Source: an optimization exercise on an open RTL-to-GDS flow (aim: small area and a short achievable clock period). Production flows keep margins and buffers that such runs may drop. Only simulation tests tie the RTL to the original design; equivalence was not proved. Power is estimated from default activity; no workload was simulated.

// pwm_multi
module pwm_multi
#(
  parameter int NUM_CHANNELS  = 8,
  parameter int COUNTER_WIDTH = 32,
  localparam int ADDR_W       = $clog2(NUM_CHANNELS) + 2
) (
  input  logic                    csi_clk,
  input  logic                    rsi_reset,
  input  logic [ADDR_W-1:0]       avs_s0_address,
  input  logic                    avs_s0_read,
  input  logic                    avs_s0_write,
  input  logic [31:0]             avs_s0_writedata,
  output logic [31:0]             avs_s0_readdata,
  output logic                    ins_irq_n,
  output logic [NUM_CHANNELS-1:0] coe_conduit_output
);
Size in the first run: about 3900 cells after synthesis, about 1200 flip-flops, ~48000 µm² of cells after synthesis.
Settings: LEC_CHECK=0, CAP_MARGIN=20, CORE_MARGIN=2, CORE_UTILIZATION=50, CTS_CLUSTER_DIAMETER=100, CTS_CLUSTER_SIZE=25, PLACE_DENSITY=0.7, SETUP_SLACK_MARGIN=2.3, SLEW_MARGIN=20; clock period 5.0 ns.
run.sh (not shown) runs the stock make flow with config.mk's settings and CLKGATE_MAP_FILE= SYNTH_SCRIPT=/design/flow/synth_recipe.tcl, a recipe that flattens the netlist after the stock synthesis.
The first run went through all stages and came out clean.
Change:
- PLACE_DENSITY: 0.7 -> unset
Result: Die area is unchanged. Clock-buffer cell count fell by 1. Design area is higher by 1.0%. Total power increases by about 0.7%. Global-route usage increases by 2.5 points. Critical path depth increases by 1. Utilization grows by 0.60 points. Routed wire length rises by 4.7%. Sequential power barely changes. Clock skew is about the same.
Change:
==> flow/flow/run.sh (new file) <==
#!/bin/bash
# Own flow: the standard layout (standard.sh, standard synthesis) with one change: the
# port buffers that ORFS's global placement inserts on every input and output are plain
# sky130_fd_sc_hd__buf_4 cells instead of the delay cell buffer_ports picks by default.
set -euo pipefail
W=$(pwd)
bash "$W/standard.sh" "BUFFER_PORTS_ARGS=-buffer_cell sky130_fd_sc_hd__buf_4" finish > "$W/flow_make.log" 2>&1
test -f "$W/out/final.def"
==> flow/standard.sh (new file) <==
#!/bin/bash
# synth_recipe.tcl (not shown) runs the flow's synth.tcl, then flattens the netlist and writes it again
# the make line also repeats each setting of config.mk as NAME=value (left out here)
make -C /OpenROAD-flow-scripts/flow DESIGN_CONFIG=/design/flow/config.mk WORK_HOME=/design/flow/orfs CLKGATE_MAP_FILE= SYNTH_SCRIPT=/design/flow/synth_recipe.tcl "${@:-finish}"
- CORE_UTILIZATION: 50 -> 45
removed: flow/run.sh
Result: Flip-flop and latch count stays the same. Global-route usage fell by 5.0 points. Worst hold slack gets better by 0.0041 ns. Register-to-register slack gets worse by 0.08 ns. Utilization fell by 6.5 points.
Change:
- CORE_UTILIZATION: 45 -> 50
- SETUP_SLACK_MARGIN: 2.3 -> 2.6
Final area went up by 11%.
Utilization goes up by 12 points.
Sequential power stays flat.

pwm_multi, a different RTL version from the one above (not shown whole).
Size in the first run: ~1200 flip-flops, about 82 I/O pins, ~49000 sq um of cells after synthesis.
clock: 5.0 ns
lec_check: 0
cap_margin: 20
core_margin: 2
core_utilization: 45
cts_cluster_diameter: 60
cts_cluster_size: 20
setup_slack_margin: 2.4
slew_margin: 20
Stock flow here: none of the scripts above is used.
The first run completed with no timing, DRC or antenna violations.
Change:
Settings changed: CORE_UTILIZATION 45 to 50, CTS_CLUSTER_DIAMETER 60 to 100, CTS_CLUSTER_SIZE 20 to 25, SETUP_SLACK_MARGIN 2.4 to 2.3.
Die area fell by 9.9%.
Routed wire length came out lower by 3.7%.
Maximum frequency grows by 0.32%.
Setup slack is better by 0.0090 ns.
Hold slack is about the same.
Count of clock-buffer cells in the layout fell by 33.
Change:
==> flow/flow/run.sh (new file) <==
#!/bin/bash
# Own flow: the standard layout (standard.sh), with one change: ABC maps the combinational
# logic with a delay-targeted script (flow/abc_speed.script) instead of ORFS's default one.
# Synthesis is otherwise the standard one (same Yosys passes, same registers and names).
set -euo pipefail
W=$(pwd)
# A copy of ORFS's scripts with only abc_speed.script replaced.
rm -rf "$W/scripts_abc"
cp -r "$FLOW_HOME/scripts" "$W/scripts_abc"
cp "$W/flow/abc_speed.script" "$W/scripts_abc/abc_speed.script"
bash "$W/standard.sh" SCRIPTS_DIR="$W/scripts_abc" finish > "$W/flow_make.log" 2>&1
test -f "$W/out/final.def"
==> flow/flow/abc_speed.script (new file) <==
strash
dch
map -D 1200
topo
buffer -p
upsize -D 1200
dnsize -D 1200
==> flow/standard.sh (new file) <==
#!/bin/bash
# synth_recipe.tcl (not shown) runs the flow's synth.tcl, then flattens the netlist and writes it again
# the make line also repeats each setting of config.mk as NAME=value (left out here)
make -C /OpenROAD-flow-scripts/flow DESIGN_CONFIG=/design/flow/config.mk WORK_HOME=/design/flow/orfs CLKGATE_MAP_FILE= SYNTH_SCRIPT=/design/flow/synth_recipe.tcl "${@:-finish}"
Settings changed: CORE_UTILIZATION 50 to 45, CTS_CLUSTER_DIAMETER 100 to 60, CTS_CLUSTER_SIZE 25 to 20, SETUP_SLACK_MARGIN 2.3 to 2.5.
removed: flow/run.sh
Cell count went up by 22%; via count rises by 7.0%; cell area goes up by 11%.
Change:
Settings changed: CORE_UTILIZATION 45 to 50, CTS_CLUSTER_DIAMETER 60 to 100, CTS_CLUSTER_SIZE 20 to 25, SETUP_SLACK_MARGIN 2.5 to 2.3.
Effect: The new run produced a clean layout. Fmax goes down by 1.3%. First-iteration DRC count goes up by 7.2%. Clock power goes down by 41%.

[what the ideal ports hide]
How much do the figures lean on ideal ports? The routed layouts below were timed once more, with nothing changed but the port constraints.
Step 1, drivers: a clkbuf_16 drives csi_clk and a buf_2 each remaining input, both assumed.
Step 2 also shifts input and output timing later by t, the mid clock arrival at the registers, as if the neighbouring blocks saw the same clock.
Three values: ideal ports, drivers, drivers and shift; two values: the first two.
run	t (ns)	setup slack, ns	hold slack, ns	worst setup path at the end	latest minus earliest clock arrival (ns)
the first run of note 1	0.759	2.105 / 2.124 / 1.365	0.430 / 0.430 / 0.430	input to register	0.037 / 0.036
the second run of note 1	0.784	2.174 / 2.194 / 1.442	0.429 / 0.429 / 0.429	input to register	0.038 / 0.038
the third run of note 1	0.795	2.030 / 2.029 / 1.234	0.433 / 0.433 / 0.433	input to register	0.041 / 0.040
the fourth run of note 1	0.810	2.260 / 2.280 / 1.470	0.431 / 0.431 / 0.431	input to register	0.043 / 0.043
the first run of note 2	0.810	2.178 / 2.115 / 1.304	0.425 / 0.425 / 0.425	input to register	0.037 / 0.037
the second run of note 2	0.789	2.187 / 2.200 / 1.417	0.428 / 0.428 / 0.428	input to register	0.058 / 0.058
the third run of note 2	0.784	2.220 / 2.122 / 1.339	0.423 / 0.423 / 0.423	input to register	0.039 / 0.039
the fourth run of note 2	0.783	2.183 / 2.221 / 1.438	0.429 / 0.429 / 0.429	input to register	0.039 / 0.040
After both steps setup and hold are still met in every run listed. The setup slack of the third run of note 2, which loses most, moves by -0.098 ns with the drivers and by -0.881 ns with both steps.
